What follows belongs to an exercise in optimizing a design on an open flow for small area, a short achievable clock period and few clock cycles per item; a production flow would make more cautious choices. The RTL was checked by simulation tests, not by an equivalence proof against the original design.

--- flow/design.v ---
package csc_coef_pkg;
	localparam int unsigned pix_w = 8;
	localparam int unsigned comp_w = pix_w + 1;
	localparam int unsigned acc_w = 32;
	localparam int unsigned pix_max = (1 << pix_w) - 1;
	localparam int y_offset = 16;
	localparam int c_offset = 128;
	localparam int coef_y = 76284;
	localparam int coef_rv = 104595;
	localparam int coef_gu = 25624;
	localparam int coef_gv = 53281;
	localparam int coef_bu = 132251;
	localparam int unsigned frac_w = 16;
	localparam int unsigned col_lsb = frac_w;
	localparam int unsigned col_msb = col_lsb + pix_w - 1;
	localparam int unsigned ovf_lsb = col_msb + 1;
	localparam int unsigned ovf_w = acc_w - 1 - ovf_lsb;
	typedef logic [pix_w-1:0] pixel_t;
	typedef logic signed [comp_w-1:0] comp_t;
	typedef union packed {
		logic signed [acc_w-1:0] acc;
		struct packed {
			logic sign;
			logic [ovf_w-1:0] ovf;
			logic [pix_w-1:0] colour;
			logic [frac_w-1:0] frac;
		} fld;
	} mac_word_u;
endpackage
import csc_coef_pkg::*;
module yuv_decode
(
	input logic CLOCK_50_I,
	input logic resetn,
	input logic in_valid,
	output logic in_ready,
	input csc_coef_pkg::pixel_t y,
	input csc_coef_pkg::pixel_t u,
	input csc_coef_pkg::pixel_t v,
	output logic dec_valid,
	input logic dec_ready,
	output csc_coef_pkg::comp_t y_c,
	output csc_coef_pkg::comp_t u_c,
	output csc_coef_pkg::comp_t v_c
);
	logic load;
	csc_coef_pkg::comp_t y_sub;
	csc_coef_pkg::comp_t u_sub;
	csc_coef_pkg::comp_t v_sub;
	assign in_ready = !dec_valid || dec_ready;
	assign load = in_valid && in_ready;
	assign y_sub = comp_w'({1'b0, y}) - comp_w'(y_offset);
	assign u_sub = comp_w'({1'b0, u}) - comp_w'(c_offset);
	assign v_sub = comp_w'({1'b0, v}) - comp_w'(c_offset);
	always_ff @(posedge CLOCK_50_I or negedge resetn) begin
		if (!resetn) begin
			dec_valid <= 1'b0;
		end else if (in_ready) begin
			dec_valid <= in_valid;
		end
	end
	always_ff @(posedge CLOCK_50_I) begin
		if (load) begin
			y_c <= y_sub;
			u_c <= u_sub;
			v_c <= v_sub;
		end
	end
endmodule
import csc_coef_pkg::*;
module csc_execute
(
	input logic CLOCK_50_I,
	input logic resetn,
	input logic dec_valid,
	output logic dec_ready,
	input csc_coef_pkg::comp_t y_c,
	input csc_coef_pkg::comp_t u_c,
	input csc_coef_pkg::comp_t v_c,
	output logic exe_valid,
	input logic exe_ready,
	output csc_coef_pkg::mac_word_u r_acc,
	output csc_coef_pkg::mac_word_u g_acc,
	output csc_coef_pkg::mac_word_u b_acc
);
	logic load;
	logic signed [acc_w-1:0] luma_p;
	logic signed [acc_w-1:0] rv_p;
	logic signed [acc_w-1:0] gu_p;
	logic signed [acc_w-1:0] gv_p;
	logic signed [acc_w-1:0] bu_p;
	csc_coef_pkg::mac_word_u r_sum;
	csc_coef_pkg::mac_word_u g_sum;
	csc_coef_pkg::mac_word_u b_sum;
	assign dec_ready = !exe_valid || exe_ready;
	assign load = dec_valid && dec_ready;
	assign luma_p = coef_y * acc_w'(y_c);
	assign rv_p = coef_rv * acc_w'(v_c);
	assign gu_p = coef_gu * acc_w'(u_c);
	assign gv_p = coef_gv * acc_w'(v_c);
	assign bu_p = coef_bu * acc_w'(u_c);
	always_comb begin
		r_sum.acc = luma_p + rv_p;
		g_sum.acc = luma_p - gu_p - gv_p;
		b_sum.acc = luma_p + bu_p;
	end
	always_ff @(posedge CLOCK_50_I or negedge resetn) begin
		if (!resetn) begin
			exe_valid <= 1'b0;
		end else if (dec_ready) begin
			exe_valid <= dec_valid;
		end
	end
	always_ff @(posedge CLOCK_50_I) begin
		if (load) begin
			r_acc <= r_sum;
			g_acc <= g_sum;
			b_acc <= b_sum;
		end
	end
endmodule
import csc_coef_pkg::*;
module rgb_result
(
	input logic CLOCK_50_I,
	input logic resetn,
	input logic exe_valid,
	output logic exe_ready,
	input csc_coef_pkg::mac_word_u r_acc,
	input csc_coef_pkg::mac_word_u g_acc,
	input csc_coef_pkg::mac_word_u b_acc,
	output logic out_valid,
	input logic out_ready,
	output csc_coef_pkg::pixel_t r,
	output csc_coef_pkg::pixel_t g,
	output csc_coef_pkg::pixel_t b
);
	logic load;
	csc_coef_pkg::pixel_t r_clip;
	csc_coef_pkg::pixel_t g_clip;
	csc_coef_pkg::pixel_t b_clip;
	function automatic csc_coef_pkg::pixel_t clip(input csc_coef_pkg::mac_word_u w);
		if (w.fld.sign) begin
			clip = '0;
		end else if (|w.fld.ovf) begin
			clip = pix_w'(pix_max);
		end else begin
			clip = w.fld.colour;
		end
	endfunction
	assign exe_ready = !out_valid || out_ready;
	assign load = exe_valid && exe_ready;
	assign r_clip = clip(r_acc);
	assign g_clip = clip(g_acc);
	assign b_clip = clip(b_acc);
	always_ff @(posedge CLOCK_50_I or negedge resetn) begin
		if (!resetn) begin
			out_valid <= 1'b0;
		end else if (exe_ready) begin
			out_valid <= exe_valid;
		end
	end
	always_ff @(posedge CLOCK_50_I) begin
		if (load) begin
			r <= r_clip;
			g <= g_clip;
			b <= b_clip;
		end
	end
endmodule
import csc_coef_pkg::*;
module yuv2rgb_top
(
	input logic CLOCK_50_I,
	input logic resetn,
	input logic in_valid,
	output logic in_ready,
	input csc_coef_pkg::pixel_t y,
	input csc_coef_pkg::pixel_t u,
	input csc_coef_pkg::pixel_t v,
	output logic out_valid,
	input logic out_ready,
	output csc_coef_pkg::pixel_t r,
	output csc_coef_pkg::pixel_t g,
	output csc_coef_pkg::pixel_t b
);
	logic dec_valid;
	logic dec_ready;
	csc_coef_pkg::comp_t y_c;
	csc_coef_pkg::comp_t u_c;
	csc_coef_pkg::comp_t v_c;
	logic exe_valid;
	logic exe_ready;
	csc_coef_pkg::mac_word_u r_acc;
	csc_coef_pkg::mac_word_u g_acc;
	csc_coef_pkg::mac_word_u b_acc;
	yuv_decode decode_unit (
		.CLOCK_50_I(CLOCK_50_I),
		.resetn(resetn),
		.in_valid(in_valid),
		.in_ready(in_ready),
		.y(y),
		.u(u),
		.v(v),
		.dec_valid(dec_valid),
		.dec_ready(dec_ready),
		.y_c(y_c),
		.u_c(u_c),
		.v_c(v_c)
	);
	csc_execute execute_unit (
		.CLOCK_50_I(CLOCK_50_I),
		.resetn(resetn),
		.dec_valid(dec_valid),
		.dec_ready(dec_ready),
		.y_c(y_c),
		.u_c(u_c),
		.v_c(v_c),
		.exe_valid(exe_valid),
		.exe_ready(exe_ready),
		.r_acc(r_acc),
		.g_acc(g_acc),
		.b_acc(b_acc)
	);
	rgb_result result_unit (
		.CLOCK_50_I(CLOCK_50_I),
		.resetn(resetn),
		.exe_valid(exe_valid),
		.exe_ready(exe_ready),
		.r_acc(r_acc),
		.g_acc(g_acc),
		.b_acc(b_acc),
		.out_valid(out_valid),
		.out_ready(out_ready),
		.r(r),
		.g(g),
		.b(b)
	);
endmodule
--- flow/run.sh ---
#!/bin/bash
# synth_recipe.tcl (not shown) runs the flow's synth.tcl, then flattens the netlist and writes it again
# the make line also repeats each setting of config.mk as NAME=value (left out here)
make -C /OpenROAD-flow-scripts/flow DESIGN_CONFIG=/design/flow/config.mk WORK_HOME=/design/flow/orfs CLKGATE_MAP_FILE= SYNTH_SCRIPT=/design/flow/synth_recipe.tcl finish
--- flow/config.mk ---
export PLATFORM = sky130hd
export DESIGN_NAME = yuv2rgb_top
export DESIGN_NICKNAME = yuv2rgb_top
export VERILOG_FILES = /design/flow/design.v
export SDC_FILE = /design/flow/constraint.sdc
export NUM_CORES = 4
export LEC_CHECK = 0
export CAP_MARGIN = 20
export CORE_MARGIN = 2
export CORE_UTILIZATION = 40
export SLEW_MARGIN = 20
--- flow/constraint.sdc ---
create_clock -name core_clock -period 8.0 [get_ports {CLOCK_50_I}]
set_input_delay 1.6000 -clock core_clock [delete_from_list [all_inputs] [get_ports {CLOCK_50_I}]]
set_output_delay 1.6000 -clock core_clock [all_outputs]
set_load 0.01 [all_outputs]
==> run notes <==
==> layout by cell type (no fill, tap or decap), types with 9 or more instances in the layout <==
master,instances
nor2_1,80
o21ai_0,18
nand3_1,19
inv_1,332
clkbuf_16,9
a21oi_1,103
nand2_1,57
a211oi_1,12
nor2b_1,12
ha_1,446
nor3_1,27
or2_2,9
o21a_1,26
o21ai_1,38
a31oi_1,9
o21bai_1,16
buf_4,14
nand2b_1,19
a21o_1,41
clkdlybuf4s50_1,53
edfxtp_1,97
fa_1,115
xnor2_1,74
xor2_1,37
==> timing repair <==
item	CTS	global route
gates resized for setup	0	2
setup endpoints to repair	0	2
hold buffers	0	0
==> worst max-delay path by stage <==
stage                                 startpoint                                to  slack [ns]  cells past startpoint
floorplan           decode_unit.y_c[3]$_DFFE_PP_  execute_unit.g_acc[27]$_DFFE_PP_        1.08                     26
global placement    decode_unit.y_c[4]$_DFFE_PP_  execute_unit.g_acc[27]$_DFFE_PP_        0.50                     26
detailed placement  decode_unit.y_c[4]$_DFFE_PP_  execute_unit.g_acc[27]$_DFFE_PP_        0.46                     26
CTS                 decode_unit.y_c[4]$_DFFE_PP_  execute_unit.g_acc[27]$_DFFE_PP_        0.39                     26
global route        decode_unit.y_c[4]$_DFFE_PP_  execute_unit.g_acc[27]$_DFFE_PP_        0.07                     26
finish              decode_unit.y_c[4]$_DFFE_PP_  execute_unit.g_acc[27]$_DFFE_PP_        0.53                     26
==> layer usage <==
layer	wire (um)	up-vias	GRT usage (%)	part of all wire (%)
li1	-	5937	-	-
met1	17400	5526	24.1	49
met2	16500	155	29.9	46
met3	1050	25	1.98	3.0
met4	574	0	4.41	1.6
met5	0	-	0	0
==> synth_stat cells, drive strengths merged (2+ instances only) <==
cell / n / area, um^2
or2: 13 / 81.3
inv: 334 / 1250
mux2i: 2 / 20.0
xnor2: 74 / 648
dfrtp: 3 / 75.1
o21a: 26 / 195
a21o: 41 / 308
edfxtp: 97 / 2910
and3: 4 / 25.0
or4: 3 / 22.5
nor4: 4 / 25.0
a2111oi: 5 / 62.6
or3: 3 / 18.8
nor2b: 12 / 75.1
nand4: 3 / 18.8
nor3: 28 / 145
o31a: 2 / 17.5
nand2: 57 / 214
nand2b: 19 / 119
nor2: 80 / 300
o311ai: 3 / 26.3
nor3b: 3 / 22.5
fa: 116 / 2320
nand3: 19 / 95.1
o21bai: 17 / 131
buf: 4 / 15.0
a221oi: 4 / 47.6
a211o: 2 / 17.5
a21oi: 103 / 515
a22oi: 2 / 15.0
xor2: 38 / 333
a31o: 4 / 35.0
o211ai: 4 / 30.0
a31oi: 9 / 56.3
a211oi: 13 / 103
o31ai: 3 / 22.5
o21ai: 56 / 280
o41ai: 6 / 60.1
mux2: 5 / 56.3
ha: 446 / 5580
and2: 5 / 31.3
==> through the flow <==
stage	instance area (um^2)	hold slack (ns)	utilization, %	std cells
5_1_grt	18100	0.531	44.4	2296
4_1_cts	18100	0.498	44.3	2295
2_1_floorplan	16500	0.449	-	1685
3_5_place_dp	17700	0.478	43.5	2279
6_report	18100	0.508	44.4	2296
3_3_place_gp	17700	0.471	43.5	2279
==> worst max-delay path: stages, from the launching register on <==
cell,delay (ns)
edfxtp_1,0.53
fa_2,0.48
inv_1,0.10
fa_1,0.41
inv_1,0.08
fa_1,0.44
fa_1,0.58
fa_1,0.43
ha_1,0.34
o21a_1,0.13
o21a_1,0.19
o31a_1,0.28
o21ai_1,0.21
nand3b_1,0.10
a21oi_1,0.26
xor2_2,0.14
fa_1,0.49
inv_1,0.04
ha_1,0.35
a21o_1,0.19
a21oi_1,0.18
nor2_1,0.06
a311o_1,0.33
o21ai_1,0.19
o21ai_1,0.15
o31a_1,0.33
xor2_1,0.16
==> sequential cells by signal (all words and copies together) (netlist names), 8 cells and up <==
name and flops:
result_unit.b 8, result_unit.r 8, decode_unit.y_c 9, decode_unit.v_c 8, decode_unit.u_c 8, result_unit.g 8, execute_unit.b_acc 16, execute_unit.g_acc 16
execute_unit.r_acc 16
==> cell type report <==
cell class              instances  share of cell area (%)
multi-input cells            1246                    67.5
flip-flops and latches        100                    16.5
inverters                     334                    6.93
well taps                     532                    3.68
repair buffers                 68                    3.60
clock buffers                   9                    1.25
clock inverters                 7                   0.512
==> kinds of logic (layout without fill, tap and decap cells) <==
logic type	Yosys count	count (layout)	share of synthesized area, %
buf+inv	339	418	7.74
xor+xnor	112	112	5.96
fa+ha+maj	562	562	48.0
simple gates	254	254	7.30
mux	7	7	0.464
flops	100	100	18.2
compound gates	311	311	12.3
==> run notes <==
Slew headroom -> 29.6%
Max Slew Vio Count -> 0
Fmax -> 134 MHz
Crit Path Max Fanout -> 6
Yosys reg bits -> 100
Largest net degree at the start of global routing -> 49
Share of the yosys chip area belonging to registers -> 18.2%
Synth Flop Type -> edfxtp_1
Die ar. -> 42800 um^2
Hold Fails Final Rpt -> 0
Reg2reg end -> execute_unit.g_acc[27]$_DFFE_PP_
H-tree levels -> 3
Initial antenna violation count -> 0
CTS clk-pin slew, worst paths -> 0.10 ns
Die Width -> 207 um
Vias in the first global route -> 11600
Mapped Nets -> 2275
Layout area overhead -> 9.93%
DR vias/cell -> 5.07
Final Skew -> 0.0248 ns
GP Congestion -> 0.857
Hold Crit Start -> decode_unit.dec_valid$_DFFE_PN0N_
Skew-Pair Late Insertion Delay -> 0.39 ns
WHS Path Cells -> 1
Setup ws final -> 0.532 ns
Setup TNS -> 0 ns
Drt wl/cell -> 15.5 um
Yosys warning total -> 3
Register area -> 2990 um^2
1st-pass router iterations -> 5
Area of the mapped netlist -> 16500 um^2
Site Rows -> 74
Min-Delay Path Class -> flop to flop
CTS tree -> yes
# setup viols final -> 0
Worst R2R Path Depth -> 26
Initial Util -> 40.4%
Number of distinct library cells after synthesis -> 65
Final HPWL DP -> 30700 um
# diodes -> 0
DIE HEIGHT -> 207 um
Max Cap Viol -> 0
Layout filler cell count -> 3963
Area of the multi-input gates -> 12200 um^2
1st-iter DRT viols -> 491
CP Data Required Time -> 8.12 ns
CP startpoint kind -> flop
Minimum clock period -> 7.47 ns
Setup slack, reg-to-reg -> 0.53 ns
Vias -> 11600
Max Root-Sink Buffers -> 2
Global Route Usage Sum -> 17.6%
Post-synth EDFFs -> 97
Pre-CTS setup slack -> 0.458 ns
Critical path type -> flop to flop
First-pass GRT wire length -> 58600 um
Critical path endpoint category -> flop
Post-CTS Setup Bufs -> 0
Share of cells above drive strength 1 -> 3.40%
Nets@finish -> 2349
Syn_area_per_cell -> 9.76 um^2
Routed Antenna Nets -> 0
Hold EP -> execute_unit.exe_valid$_DFFE_PN0P_
Fin crit share -> 93.4%
Core area -> 40700 um^2
Root Driver -> clkbuf_16
Status -> complete, no violations
Async S/R FF share, synth -> 3.00%
RSZ-0062 raised after global routing -> no
Syn Inst Count -> 1685
Clk sinks -> 100
Worst Tran Pin Value -> 1.05 ns
WL final -> 35600 um
Drc violations -> 0
CTS Buf Count -> 9
Worst EP arrival -> 7.58 ns
Gr ovfl total -> 0
Port bufs -> 53
I/O pins -> 54
Beginning of the worst register-to-register path -> decode_unit.y_c[4]$_DFFE_PP_
Testbench counts, summed over its fixed seeds: cycles 32,024, pixels 32,000.

afterwards: timing with drivers on the ports:
The flow's constraints put no driver on any port. The routed layout listed below was extracted and timed again, unchanged, in two steps. Step 1, drivers: a clkbuf_16 drives CLOCK_50_I and a buf_2 each remaining input, both assumed. Step 2 moves the port delays by t, midway between the first and last clock arrival at a register: inputs arrive t later, outputs are due t later. That takes back most of the time a late clock gives input paths. Slacks: ideal ports / drivers / drivers and shift; pairs: ideal ports / drivers.
t (ns): 0.426
setup slack, ns: 0.532 / 0.532 / 0.532
hold WS [ns]: 0.508 / 0.508 / 0.508
worst setup path after step 2: register to register
slew at the worst register clock pin (ns): 0.10 / 0.10
After both steps setup and hold are still met in this run. The setup slack of this run moves by 0.000 ns with the drivers and by 0.000 ns with both steps.
